Background: an optimization exercise with open tools, aiming at small area and few clock cycles per item. Do not read the settings as production practice. Only simulation tests tie the RTL to the original design; equivalence was not proved. No activity file was given, so power comes from the tool's default toggle rates.

## lagoon
// s_expression_tokenizer_core
module s_expression_tokenizer_core
#(
  parameter int unsigned LINE_BITS   = 20,
  parameter int unsigned COLUMN_BITS = 16,
  parameter int unsigned QDEPTH      = 0
) (
  input  logic        clk_i,
  input  logic        rst_ni,
  input  logic        in_valid_i,
  output logic        in_stall_o,
  input  logic [1:0]  op_i,
  input  logic [15:0] ch_i,
  output logic        out_valid_o,
  input  logic        out_stall_i,
  output logic        kind_o,
  output logic [15:0] text_char_o,
  output logic [3:0]  token_type_o,
  output logic [19:0] line_number_o,
  output logic [15:0] column_o,
  output logic [15:0] length_o,
  output logic        last_o
);
  logic        item_v, item_take, item_ready;
  logic [1:0]  item_op;
  logic [15:0] item_ch;
  sexl_rqueue #(
    .DEPTH(QDEPTH)
  ) u_queue (
    .clk_i       (clk_i),
    .rst_ni      (rst_ni),
    .in_valid_i  (in_valid_i),
    .in_stall_o  (in_stall_o),
    .op_i        (op_i),
    .ch_i        (ch_i),
    .item_v_o    (item_v),
    .op_o        (item_op),
    .ch_o        (item_ch),
    .item_take_i (item_take),
    .item_ready_i(item_ready)
  );
  sexl_lexer #(
    .DIRECT(QDEPTH == 0)
  ) u_lexer (
    .clk_i        (clk_i),
    .rst_ni       (rst_ni),
    .item_v_i     (item_v),
    .op_i         (item_op),
    .ch_i         (item_ch),
    .item_take_o  (item_take),
    .item_ready_o (item_ready),
    .out_valid_o  (out_valid_o),
    .out_stall_i  (out_stall_i),
    .kind_o       (kind_o),
  ...
Size in the first run: about 480 cells after synthesis.
clock: 5.0 ns
lec_check: 0
cap_margin: 20
core_margin: 2
core_utilization: 85
gpl_timing_driven: 0
slew_margin: 20
standard.sh (not shown) runs the stock make flow with config.mk's settings and CLKGATE_MAP_FILE= SYNTH_SCRIPT=/design/flow/synth_recipe.tcl, a recipe that flattens the netlist after the stock synthesis.
==> flow/flow/run.sh <==
#!/bin/bash
# The standard layout with three changes:
#  - synthesis maps with an area-oriented ABC script (&nf with the delay relaxed) (flow/abc_area_map.script
#    in place of ORFS's abc_speed.script; nothing else in synthesis changes)
#  - plain buf_1 cells as the port buffers
#  - a clock tree of clkbuf_4 cells with no dummy loads
set -euo pipefail
here=$(pwd)
rm -rf "$here/orfs_scripts"
cp -r "$FLOW_HOME/scripts" "$here/orfs_scripts"
cp "$here/flow/abc_area_map.script" "$here/orfs_scripts/abc_speed.script"
export SCRIPTS_DIR="$here/orfs_scripts"
export BUFFER_PORTS_ARGS="-buffer_cell sky130_fd_sc_hd__buf_1"
export CTS_ARGS="-sink_clustering_enable -repair_clock_nets -dont_use_dummy_load -sink_clustering_size 30 -sink_clustering_max_diameter 100 -buf_list {sky130_fd_sc_hd__clkbuf_4}"
bash standard.sh > standard_flow.log 2>&1
==> flow/flow/abc_area_map.script <==
&get -n
&st
&dch
&nf -R 100
&put
topo
stime -c
Stage in which a tool error killed lagoon: 3_1_place_gp_skip_io.
Testbench counts of lagoon, summed over its fixed seeds: cycles 40,481, items 32,013.
> inputs changed (lagoon -> indigo)
# lagoon
export LEC_CHECK = 0
export CAP_MARGIN = 20
export CORE_MARGIN = 2
export CORE_UTILIZATION = 85
export GPL_TIMING_DRIVEN = 0
export SLEW_MARGIN = 20
create_clock -name core_clock -period 5.0 [get_ports {clk_i}]
# indigo
export LEC_CHECK = 0
export CAP_MARGIN = 20
export CORE_MARGIN = 2
export CORE_UTILIZATION = 40
export GPL_TIMING_DRIVEN = 0
export SLEW_MARGIN = 20
create_clock -name core_clock -period 5.0 [get_ports {clk_i}]
==> flow/flow/abc_area_map.script <==
&get -n
&st
&dch
&nf -R 50
&put
topo
stime -c
==> comparison <==
indigo ended with every stage complete and zero timing, DRC or antenna violations. Count of state elements after synthesis came out exactly the same in lagoon and indigo. | effective utilization at floorplan | indigo vs lagoon | 48 points lower |. indigo ended with more fraction of the mapped netlist area in compound gates than lagoon. indigo vs. lagoon: floorplan row count went up by 50%. indigo — average cell area after synthesis 1.7% higher, lagoon as reference. Status: area share of xor/xnor cells in the synthesized design parity (indigo, lagoon). Synthesized instance count ended up 6 lower on indigo than on lagoon. Net count after synthesis | indigo below lagoon. indigo against lagoon: mapped cell area climbed 0.45%; adder-cell area share of the yosys netlist did not really move. Die width is higher on indigo.
What ember does differently from indigo at the input level:
# indigo
export LEC_CHECK = 0
export CAP_MARGIN = 20
export CORE_MARGIN = 2
export CORE_UTILIZATION = 40
export GPL_TIMING_DRIVEN = 0
export SLEW_MARGIN = 20
create_clock -name core_clock -period 5.0 [get_ports {clk_i}]
# ember
export LEC_CHECK = 0
export CAP_MARGIN = 20
export CORE_MARGIN = 2
export CORE_UTILIZATION = 65
export GPL_TIMING_DRIVEN = 0
export SLEW_MARGIN = 20
create_clock -name core_clock -period 5.0 [get_ports {clk_i}]
==> flow/flow/abc_area_map.script <==
&get -n
&st
&dch
&nf -R 100
&put
topo
stime -c
[summary]
- Worst setup slack delta for ember relative to indigo: 27 ps higher
- ember vs. indigo: placer's final routability congestion estimate went up by about 8%.
- Measured against each other, ember and indigo differ in share of the cycle needed by the critical path after routing, the higher figure coming from indigo.
- Total area of multi-input combinational cells in ember vs indigo: down about 1.1%
- Est. power | ember vs indigo | ember lower
- Delta (ember minus indigo): wire length of the first global-routing pass went down; layout overhead on the synthesized area saw a decrease.

---

P:
s_expression_tokenizer_core again, from the RTL that the note above started with.
clock: 5.0 ns
lec_check: 0
cap_margin: 20
core_margin: 2
core_utilization: 40
gpl_timing_driven: 0
slew_margin: 20
==> flow/flow/run.sh <==
#!/bin/bash
# The standard layout with three changes:
#  - synthesis maps with an area-only ABC script (flow/abc_area_map.script
#    in place of ORFS's abc_speed.script; nothing else in synthesis changes)
#  - plain buf_1 cells as the port buffers
#  - a clock tree of clkbuf_4 cells with no dummy loads
set -euo pipefail
here=$(pwd)
rm -rf "$here/orfs_scripts"
cp -r "$FLOW_HOME/scripts" "$here/orfs_scripts"
cp "$here/flow/abc_area_map.script" "$here/orfs_scripts/abc_speed.script"
export SCRIPTS_DIR="$here/orfs_scripts"
export BUFFER_PORTS_ARGS="-buffer_cell sky130_fd_sc_hd__buf_1"
export CTS_ARGS="-sink_clustering_enable -repair_clock_nets -dont_use_dummy_load -sink_clustering_size 30 -sink_clustering_max_diameter 100 -buf_list {sky130_fd_sc_hd__clkbuf_4}"
bash standard.sh > standard_flow.log 2>&1
==> flow/flow/abc_area_map.script <==
&get -n
&st
&dch
&nf -R 100
&put
topo
stime -c
P reached the final stage; the timing, DRC and antenna checks on its layout passed.
Testbench counts of P, summed over its fixed seeds: cycles 40,481, items 32,013.
Relative to P, the following input files were edited for Q:
Settings: a change of CORE_UTILIZATION from 40 to 60.
-- flow/flow/run.sh --
<<< P, line 6
#  - a clock tree of clkbuf_4 cells with no dummy loads
>>> Q, line 6
#  - a clock tree of clkbuf_4/clkbuf_8 cells with no dummy loads
<<< P, line 14
export CTS_ARGS="-sink_clustering_enable -repair_clock_nets -dont_use_dummy_load -sink_clustering_size 30 -sink_clustering_max_diameter 100 -buf_list {sky130_fd_sc_hd__clkbuf_4}"
>>> Q, line 14
export CTS_ARGS="-sink_clustering_enable -repair_clock_nets -dont_use_dummy_load -sink_clustering_size 30 -sink_clustering_max_diameter 100 -buf_list {sky130_fd_sc_hd__clkbuf_4 sky130_fd_sc_hd__clkbuf_8}"
==> flow/flow/abc_area_map.script <==
strash
dch
map -a
topo
stime -c
--- outcome ---
- Relative to P, the final worst setup slack of Q is higher by 0.015 ns.
- Going from P to Q, the non-clock buffer count was found to have gone down by 4.
- P has higher area added between synthesis and finish than Q.
- Run comparison: P most common cell after layout, fill and taps aside sky130_fd_sc_hd__buf_1; Q most common cell after layout, fill and taps aside sky130_fd_sc_hd__nor2_1
- Final period utilization down 0.31 points in Q wrt P
- In terms of sequential portion of the cell area, P and Q differ only marginally.
- Via count of the first global-routing pass was lower in P than in Q.
- ~same final design area excluding fillers in Q and P

---

s_expression_tokenizer_core again, from the RTL that the note above started with.
export LEC_CHECK = 0
export CAP_MARGIN = 20
export CORE_MARGIN = 2
export CORE_UTILIZATION = 55
export GPL_TIMING_DRIVEN = 0
export SLEW_MARGIN = 20
create_clock -name core_clock -period 5.0 [get_ports {clk_i}]
==> flow/flow/run.sh <==
#!/bin/bash
# The standard layout with three changes:
#  - synthesis maps with an area-oriented ABC script (&nf with the delay relaxed) (flow/abc_area_map.script
#    in place of ORFS's abc_speed.script; nothing else in synthesis changes)
#  - plain buf_1 cells as the port buffers
#  - a clock tree of clkbuf_4 cells with no dummy loads
set -euo pipefail
here=$(pwd)
rm -rf "$here/orfs_scripts"
cp -r "$FLOW_HOME/scripts" "$here/orfs_scripts"
cp "$here/flow/abc_area_map.script" "$here/orfs_scripts/abc_speed.script"
export SCRIPTS_DIR="$here/orfs_scripts"
export BUFFER_PORTS_ARGS="-buffer_cell sky130_fd_sc_hd__buf_1"
export CTS_ARGS="-sink_clustering_enable -repair_clock_nets -dont_use_dummy_load -sink_clustering_size 30 -sink_clustering_max_diameter 100 -buf_list {sky130_fd_sc_hd__clkbuf_4}"
bash standard.sh > standard_flow.log 2>&1
==> flow/flow/abc_area_map.script <==
&get -n
&st
&dch
&nf -R 100
&put
topo
stime -c
The baseline completed without violations.
Testbench counts at the start, summed over its fixed seeds: cycles 40,481, items 32,013.
Edit:
--- a/flow/flow/run.sh
+++ b/flow/flow/run.sh
@@ -3 +3 @@
-#  - synthesis maps with an area-oriented ABC script (&nf with the delay relaxed) (flow/abc_area_map.script
+#  - synthesis maps with an area-only ABC script (flow/abc_area_map.script
==> flow/flow/abc_area_map.script (replaced) <==
&get -n
&st
&dch
&nf -R 200
&put
topo
stime -c
CORE_UTILIZATION = 40   (was 55)
Outcome: The changed run completed with no timing, DRC or antenna violations; sequential power hardly moves; routed wire length climbs by about 1.3%; die area rises by about 36%; non-clock buffer count does not change; first-iteration DRC count is lower by about 37%.
Edit:
==> flow/flow/abc_area_map.script (replaced) <==
strash
dch
map -a
topo
stime -c
The new run produced a clean layout.
Die area rises by 3.3%.
Clock-buffer cell count does not change.
Setup slack gets better by 0.051 ns.
Total power falls by 5.0%.
Global-route usage falls by 0.16 points.
Synthesized area rises by 3.4%.
Maximum frequency rises by 1.1%.
Edit:
==> flow/flow/abc_area_map.script (replaced) <==
&get -n
&st
&dch
&nf -R 1000
&put
topo
stime -c
Final cell count is lower by roughly a tenth.
Core utilization is higher by 0.43 points.
Worst setup slack is worse by 0.051 ns.
Clock-buffer cell count is unchanged.
Via count is lower by a few percent.
Critical path depth is higher by 1.

==> static timing again, ports no longer ideal <==
No port has a modelled driver above. Below, the same layouts with a new extraction and two added sets of constraints.
Step 1: set_driving_cell puts a clkbuf_16 on clk_i and a buf_2 on each other input, an assumption about the parent block.
Step 2 times the ports against the registers' clock, not the clock port: input delays grow and output delays shrink by t, the midpoint of the rising clock arrivals with the driver on.
Three values: no drivers, after step 1, after step 2; two values: the first two.
run	t (ns)	setup WS [ns]	hold WS [ns]	worst setup path at the end	latest minus earliest clock arrival (ns)
indigo	0.418	0.235 / 0.215 / 0.008	0.476 / 0.476 / 0.476	input to register	0.021 / 0.022
ember	0.409	0.262 / 0.244 / -0.146	0.474 / 0.474 / 0.474	input to register	0.034 / 0.033
P	0.394	0.229 / 0.230 / -0.163	0.481 / 0.481 / 0.481	input to register	0.031 / 0.032
Q	0.348	0.244 / 0.214 / 0.187	0.554 / 0.554 / 0.554	input to register	0.032 / 0.032
the first run of note 3	0.419	0.216 / 0.187 / -0.017	0.484 / 0.484 / 0.484	input to register	0.027 / 0.027
the second run of note 3	0.401	0.260 / 0.268 / -0.132	0.483 / 0.483 / 0.483	input to register	0.028 / 0.029
the third run of note 3	0.403	0.311 / 0.282 / 0.111	0.447 / 0.441 / 0.551	input to register	0.025 / 0.025
the fourth run of note 3	0.401	0.260 / 0.268 / -0.132	0.483 / 0.483 / 0.483	input to register	0.028 / 0.029
With both steps, setup timing fails in 5 of these runs, where it was met with ideal ports. For ember, which loses most, drivers alone change the setup slack by -0.018 ns; drivers and shift together by -0.408 ns.
